Source: an optimization exercise on an open RTL-to-GDS flow (aim: small area, a short achievable clock period and few clock cycles per item). Production flows keep margins and buffers that such runs may drop. Where RTL was checked, it was by simulation tests only, not by an equivalence proof against the original. Power figures rest on the tool's default switching activity, not on a simulated workload.

Setup of umber:
## tlb_top
module tlb_top (
	input wire logic clk,
	input wire logic rst,
	input wire logic cmd_valid,
	output logic cmd_ready,
	input tlb_cmd_pkg::tlb_op_e cmd_op,
	input tlb_pkg::tlb_index_t cmd_index,
	input tlb_pkg::entry_word_t cmd_entryhi,
	input tlb_pkg::entry_word_t cmd_entrylo0,
	input tlb_pkg::entry_word_t cmd_entrylo1,
	input tlb_pkg::vaddr_t cmd_vaddr,
	output logic rsp_valid,
	input wire logic rsp_ready,
	output tlb_cmd_pkg::tlb_op_e rsp_op,
	output tlb_pkg::paddr_t rsp_paddr,
	output logic rsp_refill,
	output logic rsp_invalid,
	output logic rsp_modified,
	output logic rsp_found,
	output tlb_pkg::tlb_index_t rsp_index
);
	localparam int N = 32;
	logic [18:0] t_vpn2 [N];
	logic [7:0] t_asid [N];
	logic [N-1:0] t_global;
	logic [N-1:0] t_valid;
	logic [21:0] d_lo0 [N];
	logic [21:0] d_lo1 [N];
	logic s0_v;
	logic [1:0] s0_op;
	logic s0_wr;
	logic [4:0] s0_idx;
	logic [18:0] s0_vpn2;
	logic [7:0] s0_asid;
	logic s0_g;
	logic [43:0] s0_pl;
	logic s1_v;
	logic [1:0] s1_op;
	logic s1_wr;
	logic s1_probe;
	logic s1_tr_map;
	logic s1_tr_unm;
	logic [4:0] s1_idx;
	logic [N-1:0] s1_hit;
	logic [43:0] s1_pl;
	logic s2_v;
	logic [1:0] s2_op;
	logic [N-1:0] s2_first;
	logic s2_odd;
	logic s2_use_pfn;
	logic s2_refill;
	logic s2_found;
	logic s2_probe;
	logic [31:0] s2_base;
	logic out_v;
	logic skid_v;
	logic [42:0] out_q;
	logic [42:0] skid_q;
	logic rdy_q;
	logic s0_ld, s1_ld, s2_ld, s3_ld;
	logic out_ld;
	assign s3_ld = !skid_v;
	assign s2_ld = !s2_v || s3_ld;
	assign s1_ld = !s1_v || s2_ld;
  ...
For scale: about 5500 cells after synthesis.
clock: 6.0 ns
lec_check: 0
cap_margin: 20
core_margin: 2
core_utilization: 60
place_density: 0.7
setup_slack_margin: 3.0
slew_margin: 20
standard.sh (not shown) runs the stock make flow with config.mk's settings and CLKGATE_MAP_FILE= SYNTH_SCRIPT=/design/flow/synth_recipe.tcl, a recipe that flattens the netlist after the stock synthesis.
==> flow/flow/run.sh <==
#!/bin/bash
# The standard layout, with the clock tree built from larger sink
# clusters and without dummy loads.  ORFS logs stay under orfs/logs.
export CTS_ARGS="-sink_clustering_enable -repair_clock_nets -dont_use_dummy_load -sink_clustering_size 30 -sink_clustering_max_diameter 80"
bash standard.sh > standard.log 2>&1
Testbench counts of umber, summed over its fixed seeds: cycles 9,632, items 9,600.
--- input diff umber..indigo ---
Settings: SETUP_SLACK_MARGIN now 3.5, was 3.0.
==> flow/run.sh (new file) <==
#!/bin/bash
# synth_recipe.tcl (not shown) runs the flow's synth.tcl, then flattens the netlist and writes it again
# the make line also repeats each setting of config.mk as NAME=value (left out here)
make -C /OpenROAD-flow-scripts/flow DESIGN_CONFIG=/design/flow/config.mk WORK_HOME=/design/flow/orfs CLKGATE_MAP_FILE= SYNTH_SCRIPT=/design/flow/synth_recipe.tcl finish
removed: flow/flow/run.sh
removed: flow/standard.sh
==> run notes <==
- When indigo is measured against umber, its cell internal power dissipation turns out 5.9 mW higher.
- Compared indigo vs umber, and detail-routed via count per cell is down in indigo.
- In the route summary, indigo ends up with a via count exceeding that of umber.
- On layout overhead on the synthesized area: between indigo and umber, it ends up higher for indigo.
The following lists how raven was set up differently from indigo:
Settings: changing PLACE_DENSITY from 0.7 to 0.75.
==> flow/flow/run.sh (new file) <==
#!/bin/bash
# The standard layout, with the clock tree built from larger sink
# clusters and without dummy loads, and small port buffers.  ORFS logs stay
# under orfs/logs.
export CTS_ARGS="-sink_clustering_enable -repair_clock_nets -dont_use_dummy_load -sink_clustering_size 30 -sink_clustering_max_diameter 80"
export BUFFER_PORTS_ARGS="-buffer_cell sky130_fd_sc_hd__buf_2"
bash standard.sh > standard.log 2>&1
==> flow/standard.sh (new file) <==
#!/bin/bash
# synth_recipe.tcl (not shown) runs the flow's synth.tcl, then flattens the netlist and writes it again
# the make line also repeats each setting of config.mk as NAME=value (left out here)
make -C /OpenROAD-flow-scripts/flow DESIGN_CONFIG=/design/flow/config.mk WORK_HOME=/design/flow/orfs CLKGATE_MAP_FILE= SYNTH_SCRIPT=/design/flow/synth_recipe.tcl "${@:-finish}"
removed: flow/run.sh
Results
raven: PASS, flow complete, no timing, DRC or antenna violations
indigo closes out successfully: all stages finished, all timing, DRC and antenna checks passed.
Synthesis-to-finish area growth came out lower on raven than on indigo.
Against indigo, raven comes in 0.06 ns higher on maximum single-stage delay on the critical path.
[compare] base=indigo new=raven: detailed route wirelength on metal2 has decreased; maximum number of pins on one net before global-route repair has increased.
Here is what was changed in the inputs of onyx compared with raven.
Settings: PLACE_DENSITY now 0.65, was 0.75; CORE_UTILIZATION now 50, was 60.
==> comparison <==
Between onyx and raven, it is onyx whose clock power is higher, by about 0.8%.
In onyx, the period utilization came out 0.32 points below the value in raven.
For raven, the critical path class was register to output port, unlike onyx, where it was register to register.
Total routed wire length on the met1 layer went up by more than 10% going from raven to onyx.
Modified inputs, xenon compared to onyx
Settings: TNS_END_PERCENT newly set to 10; CORE_UTILIZATION changed from 50 to 60; PLACE_DENSITY changed from 0.65 to 0.7.
- The higher clock network area share of onyx and xenon is in xenon.
- Delta(peak ir drop on the vdd network, xenon - onyx) > 0
- Diff onyx -> xenon: number of antenna violations at the first check in global routing increased 1, number of setup buffers added after CTS has decreased.
- Between xenon and onyx, the multi-input gate share of the layout cell area figures differ only marginally.
- ~same sequential power in onyx and xenon
- onyx has a lower utilization than xenon.
- xenon vs onyx: final instance area down
- Worst setup slack, onyx and xenon: higher on onyx
- Diff onyx and xenon: sequential share of layout area higher in xenon
- Share of the cycle needed by the critical path after routing on xenon is up relative to onyx.
Input-level comparison between ember and xenon:
Settings: TNS_END_PERCENT: 10 -> unset.
[summary]
Comparing worst-case setup margin in the final layout for ember and xenon, the smaller number came from xenon. xenon → ember: number of cells in the design after placement held, number of antenna violations at the first check in global routing went up 1. Taking xenon as the reference, in ember global-route wire length before repair increased by 3900 um relative to the old numbers, final setup TNS comparable. ember vs. xenon: slew at the pin closest to its max-slew limit went down by 0.029 ns. Looking at sequential share of cell area, ember sits 0.35 points lower than xenon does. Taking xenon as the reference, in ember switching power summed over all nets now larger, total length of routed met2 wires moved up. Sort ember and xenon by total length of routed met3 wires desc -> top: ember. Compared ember vs xenon, and total length of routed wires is up in ember.


Setup of old:
The RTL this note starts from:
==> flow/design.v <==
`default_nettype none
package tlb_pkg;
	typedef logic [19-1:0] vpn2_t;
	typedef logic [8-1:0] asid_t;
	typedef logic [20-1:0] pfn_t;
	typedef logic [2:0] cache_attr_t;
	typedef logic [$clog2(32)-1:0] tlb_index_t;
	typedef logic [32-1:0] hit_vec_t;
	typedef logic [32-1:0] vaddr_t;
	typedef logic [32-1:0] paddr_t;
	typedef logic [31:0] entry_word_t;
endpackage
`default_nettype wire
`default_nettype none
package tlb_cmd_pkg;
	typedef enum logic [1:0] {
		op_write = 2'd0,
		op_probe = 2'd1,
		op_translate = 2'd2
	} tlb_op_e;
	typedef enum logic {
		st_empty = 1'b0,
		st_full = 1'b1
	} stage_state_e;
endpackage
`default_nettype wire
`timescale 1ns/10ps
`default_nettype none
module tlb_top (
	input wire logic clk,
	input wire logic rst,
	input wire logic cmd_valid,
	output logic cmd_ready,
	input tlb_cmd_pkg::tlb_op_e cmd_op,
	input tlb_pkg::tlb_index_t cmd_index,
	input tlb_pkg::entry_word_t cmd_entryhi,
	input tlb_pkg::entry_word_t cmd_entrylo0,
	input tlb_pkg::entry_word_t cmd_entrylo1,
	input tlb_pkg::vaddr_t cmd_vaddr,
	output logic rsp_valid,
	input wire logic rsp_ready,
	output tlb_cmd_pkg::tlb_op_e rsp_op,
	output tlb_pkg::paddr_t rsp_paddr,
	output logic rsp_refill,
	output logic rsp_invalid,
	output logic rsp_modified,
	output logic rsp_found,
	output tlb_pkg::tlb_index_t rsp_index
);
	localparam int N = 32;
	logic [18:0] t_vpn2 [N];
	logic [7:0] t_asid [N];
	logic [N-1:0] t_global;
	logic [N-1:0] t_valid;
	logic [21:0] d_lo0 [N];
	logic [21:0] d_lo1 [N];
	logic s1_v;
	logic [1:0] s1_op;
	logic s1_wr;
	logic s1_probe;
	logic s1_tr_map;
	logic s1_tr_unm;
	logic [4:0] s1_idx;
	logic [N-1:0] s1_hit;
	logic [43:0] s1_pl;
	logic out_v;
	logic skid_v;
	logic [42:0] out_q;
	logic [42:0] skid_q;
	logic rdy_q;
	logic s1_ld, s2_ld;
	logic out_ld;
	assign s2_ld = !skid_v;
	assign s1_ld = !s1_v || s2_ld;
	assign out_ld = !out_v || rsp_ready;
	assign cmd_ready = rdy_q;
	logic take;
	assign take = cmd_valid && rdy_q;
	logic [18:0] c_vpn2;
	logic [7:0] c_asid;
	logic [43:0] lo_fields;
	assign c_vpn2 = cmd_op[1] ? cmd_vaddr[31:13] : cmd_entryhi[31:13];
	assign c_asid = cmd_entryhi[7:0];
	assign lo_fields = {cmd_entrylo1[25:6], cmd_entrylo1[2], cmd_entrylo1[1],
		cmd_entrylo0[25:6], cmd_entrylo0[2], cmd_entrylo0[1]};
	logic [N-1:0] hit;
	always_comb begin
		for (int i = 0; i < N; i++) begin
			hit[i] = t_valid[i] && (t_vpn2[i] == c_vpn2)
				&& (t_global[i] || (t_asid[i] == c_asid));
		end
	end
	logic tag_we;
	assign tag_we = take && (cmd_op == 2'd0);
	always_ff @(posedge clk) begin
		for (int i = 0; i < N; i++) begin
			if (tag_we && cmd_index == 5'(i)) begin
				t_vpn2[i] <= cmd_entryhi[31:13];
				t_asid[i] <= c_asid;
				t_global[i] <= cmd_entrylo0[0] & cmd_entrylo1[0];
			end
		end
	end
	always_ff @(posedge clk) begin
		if (rst) begin
			t_valid <= '0;
		end else begin
			for (int i = 0; i < N; i++) begin
				if (tag_we && cmd_index == 5'(i)) t_valid[i] <= 1'b1;
			end
		end
	end
	always_ff @(posedge clk) begin
		if (rdy_q) begin
			s1_op <= cmd_op;
			s1_wr <= (cmd_op == 2'd0);
			s1_probe <= (cmd_op == 2'd1);
			s1_tr_map <= (cmd_op == 2'd2) && !cmd_vaddr[31];
			s1_tr_unm <= (cmd_op == 2'd2) && cmd_vaddr[31];
			s1_idx <= cmd_index;
			s1_hit <= hit;
			s1_pl[43:32] <= lo_fields[43:32];
			s1_pl[31:0] <= cmd_op[1] ? cmd_vaddr : lo_fields[31:0];
		end
	end
	logic [N-1:0] lower;
	logic [N-1:0] first;
	logic any_hit;
	logic odd;
	logic [21:0] sel;
	logic [4:0] enc;
	assign odd = s1_pl[12];
	assign any_hit = |s1_hit;
	always_comb begin
		lower[0] = 1'b0;
		for (int i = 1; i < N; i++) lower[i] = lower[i-1] | s1_hit[i-1];
		first = s1_hit & ~lower;
	end
	logic [21:0] sel0, sel1;
	always_comb begin
		sel0 = '0;
		sel1 = '0;
		enc = '0;
		for (int i = 0; i < N; i++) begin
			sel0 = sel0 | ({22{first[i]}} & d_lo0[i]);
			sel1 = sel1 | ({22{first[i]}} & d_lo1[i]);
			enc = enc | ({5{first[i]}} & 5'(i));
		end
		sel = odd ? sel1 : sel0;
	end
	logic [42:0] res;
	logic r_refill, r_invalid, r_modified, r_found;
	logic [31:0] r_paddr;
	always_comb begin
		r_paddr[31:12] = ({20{s1_tr_unm}} & s1_pl[31:12])
			| ({20{s1_tr_map && any_hit}} & sel[21:2]);
		r_paddr[11:0] = {12{s1_tr_unm || (s1_tr_map && any_hit)}} & s1_pl[11:0];
		r_refill = s1_tr_map && !any_hit;
		r_invalid = s1_tr_map && any_hit && !sel[0];
		r_modified = s1_tr_map && any_hit && sel[0] && !sel[1];
		r_found = s1_probe && any_hit;
		res = {s1_op, r_paddr, r_refill, r_invalid, r_modified, r_found,
			{5{s1_probe}} & enc};
	end
	logic data_we;
	assign data_we = s1_v && s2_ld && s1_wr;
	always_ff @(posedge clk) begin
		for (int i = 0; i < N; i++) begin
			if (data_we && s1_idx == 5'(i)) begin
				d_lo0[i] <= s1_pl[21:0];
				d_lo1[i] <= s1_pl[43:22];
			end
		end
	end
	always_ff @(posedge clk) begin
		if (!skid_v) skid_q <= res;
		out_q <= ({43{out_ld}} & (skid_v ? skid_q : res)) | ({43{!out_ld}} & out_q);
	end
	logic s1_v_n, out_v_n, skid_v_n;
	always_comb begin
		s1_v_n = s1_ld ? take : s1_v;
		if (out_ld) begin
			out_v_n = skid_v || (s1_v && s2_ld);
			skid_v_n = 1'b0;
		end else begin
			out_v_n = out_v;
			skid_v_n = skid_v || (s1_v && s2_ld);
		end
	end
	always_ff @(posedge clk) begin
		if (rst) begin
			s1_v <= 1'b0;
			out_v <= 1'b0;
			skid_v <= 1'b0;
			rdy_q <= 1'b1;
		end else begin
			s1_v <= s1_v_n;
			out_v <= out_v_n;
			skid_v <= skid_v_n;
			rdy_q <= !(s1_v_n && skid_v_n);
		end
	end
	assign rsp_valid = out_v;
	logic [1:0] rsp_op_w;
	assign rsp_op = tlb_cmd_pkg::tlb_op_e'(rsp_op_w);
	assign {rsp_op_w, rsp_paddr, rsp_refill, rsp_invalid, rsp_modified, rsp_found,
		rsp_index} = out_q;
endmodule
`default_nettype wire
Settings: LEC_CHECK=0, ABC_CLOCK_PERIOD_IN_PS=2500, CAP_MARGIN=20, CORE_MARGIN=2, CORE_UTILIZATION=60, PLACE_DENSITY=0.7, SETUP_SLACK_MARGIN=3.3, SLEW_MARGIN=20; clock period 6.0 ns.
run.sh (not shown) runs the stock make flow with config.mk's settings and CLKGATE_MAP_FILE= SYNTH_SCRIPT=/design/flow/synth_recipe.tcl, a recipe that flattens the netlist after the stock synthesis.
Stock flow here: none of the scripts above is used.
old finished all stages; the layout is clean.
#### Input delta (new over old)
Settings: PLACE_DENSITY now 0.6, was 0.7; CORE_UTILIZATION now 40, was 60.
[summary]
- Diff old -> new: height of the die rose 90 um, number of placed cells counting well taps rose about 14%, design area rose 1.1%, x dimension of the die rose about 22%, wire length rose 11,000 um.
- Going from old to new, clock-buffer cell count shrank by a few percent.
- Worst hold slack, old and new: larger value in old
Function was not checked in any run of this note: the RTL went through the layout flow alone.


before:
tlb_top, a different RTL version from the one above (not shown whole).
For scale: about 5,700 cells after synthesis, ~180 I/O pins, about 97,000 sq um of cells after synthesis.
Settings: LEC_CHECK=0, ABC_CLOCK_PERIOD_IN_PS=2500, CAP_MARGIN=20, CORE_MARGIN=2, CORE_UTILIZATION=40, PLACE_DENSITY=0.6, SETUP_SLACK_MARGIN=3.0, SLEW_MARGIN=20; clock period 6.0 ns.
Nothing crashed in before and all stages finished; the problem is that the final layout failed, the offending checks being max-slew violations.
## Diff of input files: after against before
Settings: a change of SETUP_SLACK_MARGIN from 3.0 to 3.3.
### Flow results
after completed; timing, DRC and antenna clean. [compare] base=before new=after: combinational power picked up an extra 13%; number of non-clock buffers in the layout picked up an extra 94. Taking before as the reference, in after cell area now larger, wire length on met1 climbed about 2.6%, fraction of the core area covered by cells at the end of the flow went up by 0.59 points.
No functional check of the RTL was part of any run of this note.


## v14
RTL: one of the versions met above, not the one the previous note started from.
Size: roughly 8200 cells after synthesis, roughly 2700 flip-flops, about 180 I/O pins, roughly 100000 um^2 of cells after synthesis.
Design tlb_top, start of the top module:
module tlb_top (
	input wire logic clk,
	input wire logic rst,
	input wire logic cmd_valid,
	output logic cmd_ready,
	input tlb_cmd_pkg::tlb_op_e cmd_op,
	input tlb_pkg::tlb_index_t cmd_index,
	input tlb_pkg::entry_word_t cmd_entryhi,
	input tlb_pkg::entry_word_t cmd_entrylo0,
	input tlb_pkg::entry_word_t cmd_entrylo1,
	input tlb_pkg::vaddr_t cmd_vaddr,
	output logic rsp_valid,
	input wire logic rsp_ready,
	output tlb_cmd_pkg::tlb_op_e rsp_op,
	output tlb_pkg::paddr_t rsp_paddr,
	output logic rsp_refill,
	output logic rsp_invalid,
	output logic rsp_modified,
	output logic rsp_found,
	output tlb_pkg::tlb_index_t rsp_index
);
clock: 6.0 ns
lec_check: 0
abc_area: 1
cap_margin: 20
core_margin: 2
core_utilization: 60
place_density: 0.7
setup_slack_margin: 3.5
slew_margin: 20
standard.sh (not shown) runs the stock make flow with config.mk's settings and CLKGATE_MAP_FILE= SYNTH_SCRIPT=/design/flow/synth_recipe.tcl, a recipe that flattens the netlist after the stock synthesis.
==> flow/flow/run.sh <==
#!/bin/bash
# The standard layout, with the clock tree built from larger sink
# clusters and without dummy loads.  ORFS logs stay under orfs/logs.
export CTS_ARGS="-sink_clustering_enable -repair_clock_nets -dont_use_dummy_load -sink_clustering_size 30 -sink_clustering_max_diameter 80"
bash standard.sh > standard.log 2>&1
Testbench counts of v14, summed over its fixed seeds: cycles 9,632, items 9,600.
Here is what was changed in the inputs of v2 compared with v14.
Settings: clearing ABC_AREA, which used to be 1; swapping 3.5 for 3.8 in SETUP_SLACK_MARGIN.
--- outcome ---
- For v14 and v2, there was not a single run that failed to finish clean.
- Relative to v14, the layout clock buffer count of v2 is lower by 11%.
- Summary — setup slack, v2 relative to v14: higher, by 0.0063 ns.
- Diff v14 and v2: clock skew lower in v14
- Compared to v14, v2 has growth of design area from synthesis to finish 10 points higher.
- Cmp v14 and v2 / static power due to leakage / lower: v2
- v2 vs. v14: hold slack went up by 0.047 ns.
- v2 vs v14: clock insertion delay at the later pin of the skew report down in v2
- The maximum number of pins on one net before global-route repair of v2 exceeds that of v14 by 8.
- Against v14, wire length in v2 came out worse.
Changes in v52 relative to v2:
Settings: SETUP_SLACK_MARGIN changed from 3.8 to 3.5.
## What came out
v52: flow completed, timing, DRC and antenna clean
Looking at non-clock buffer contribution to total cell area, v52 sits 4.5 points lower than v2 does.
Going from v2 to v52, the time the worst path needs with I/O delays and setup was found to have gone down by 0.13 ns.
v52 vs. v2: share of the clock period used by the worst path after layout moved down, fraction of layout cells with a size suffix above 1 dropped 6.1 points, switching power as a share of total power decreased 0.87 points.
v52 packs its core more loosely than v2.
--- input diff v52..v26 ---
==> flow/flow/run.sh <==
#!/bin/bash
# The standard layout, with the clock tree built from larger sink
# clusters and without dummy loads, and small port buffers.  ORFS logs stay
# under orfs/logs.
export CTS_ARGS="-sink_clustering_enable -repair_clock_nets -dont_use_dummy_load -sink_clustering_size 30 -sink_clustering_max_diameter 80 -buf_list {sky130_fd_sc_hd__clkbuf_8 sky130_fd_sc_hd__clkbuf_16}"
export BUFFER_PORTS_ARGS="-buffer_cell sky130_fd_sc_hd__buf_2"
bash standard.sh > standard.log 2>&1
Findings:
Between v26 and v52, the difference in clock latency at the later pin of the worst-skew pair is negligible.
The clock power of v26 and that of v52 are within noise of each other.
Wire: v26 routes less than v52
v26 vs v52, start-to-end type of the worst setup path: reg2out vs reg2reg
Compared with v52, v26 degrades worst hold slack.
Routed metal-1 wire length: v26 vs v52, no meaningful difference
As far as number of standard cells in the final layout excluding fillers is concerned, v52 and v26 perform about the same.
Looking only at clock skew after layout, and setting everything else aside, the lower value of v26 and v52 goes to v26.
### v26 -> v51
Settings: SETUP_SLACK_MARGIN changed from 3.5 to 3.4.
-- flow/flow/run.sh --
<<< v26, line 5
export CTS_ARGS="-sink_clustering_enable -repair_clock_nets -dont_use_dummy_load -sink_clustering_size 30 -sink_clustering_max_diameter 80 -buf_list {sky130_fd_sc_hd__clkbuf_8 sky130_fd_sc_hd__clkbuf_16}"
>>> v51, line 5
export CTS_ARGS="-sink_clustering_enable -repair_clock_nets -dont_use_dummy_load -sink_clustering_size 30 -sink_clustering_max_diameter 80"
Findings:
- The clock power in v51 sits about 0.6% above the value recorded for v26.
- Comparing v51 and v26, the lower proportion of cell area occupied by registers is on v26.
- Diff v51..v26 | power | negligible

-- re-timing with driven ports --
In the flow no input, the clock included, has a driving cell. The finished layouts below were timed again as built, in two steps. Step 1 (the two cells are an assumption about what drives the block):
set clk [get_ports {clk}]
set_driving_cell -lib_cell sky130_fd_sc_hd__clkbuf_16 $clk
set_driving_cell -lib_cell sky130_fd_sc_hd__buf_2 [delete_from_list [all_inputs] $clk]
Step 2 moves the port delays by t, midway between the first and last clock arrival at a register: inputs arrive t later, outputs are due t later. That takes back most of the time a late clock gives input paths. Three values: ideal, step 1, step 2; two values: the first two.
run | shift t [ns] | setup WS [ns] | hold WS [ns]
umber | 0.829 | 2.957 / 2.957 / 2.957 | 0.379 / 0.379 / 0.379
indigo | 1.004 | 3.257 / 3.172 / 3.284 | 0.362 / 0.362 / 0.362
raven | 0.854 | 3.312 / 3.222 / 3.362 | 0.405 / 0.405 / 0.405
onyx | 0.875 | 3.331 / 3.331 / 3.331 | 0.419 / 0.419 / 0.419
xenon | 0.828 | 3.220 / 3.220 / 3.220 | 0.372 / 0.372 / 0.372
ember | 0.852 | 3.387 / 3.303 / 3.387 | 0.381 / 0.381 / 0.381
old | 0.948 | 2.523 / 2.523 / 2.232 | 0.468 / 0.468 / 0.468
new | 0.954 | 2.602 / 2.602 / 2.159 | 0.445 / 0.445 / 0.445
before | 0.966 | 2.137 / 2.137 / 1.777 | 0.446 / 0.446 / 0.446
after | 0.954 | 2.128 / 2.128 / 2.077 | 0.451 / 0.451 / 0.451
v14 | 0.874 | 3.197 / 3.111 / 3.107 | 0.330 / 0.330 / 0.330
v2 | 0.871 | 3.203 / 3.203 / 3.203 | 0.377 / 0.377 / 0.377
v52 | 0.853 | 3.332 / 3.318 / 3.332 | 0.395 / 0.395 / 0.395
v26 | 0.852 | 3.387 / 3.303 / 3.387 | 0.381 / 0.381 / 0.381
v51 | 0.858 | 3.218 / 3.218 / 3.218 | 0.392 / 0.392 / 0.392
The setup slack of new, which loses most, moves by 0.000 ns with the drivers and by -0.443 ns with both steps.
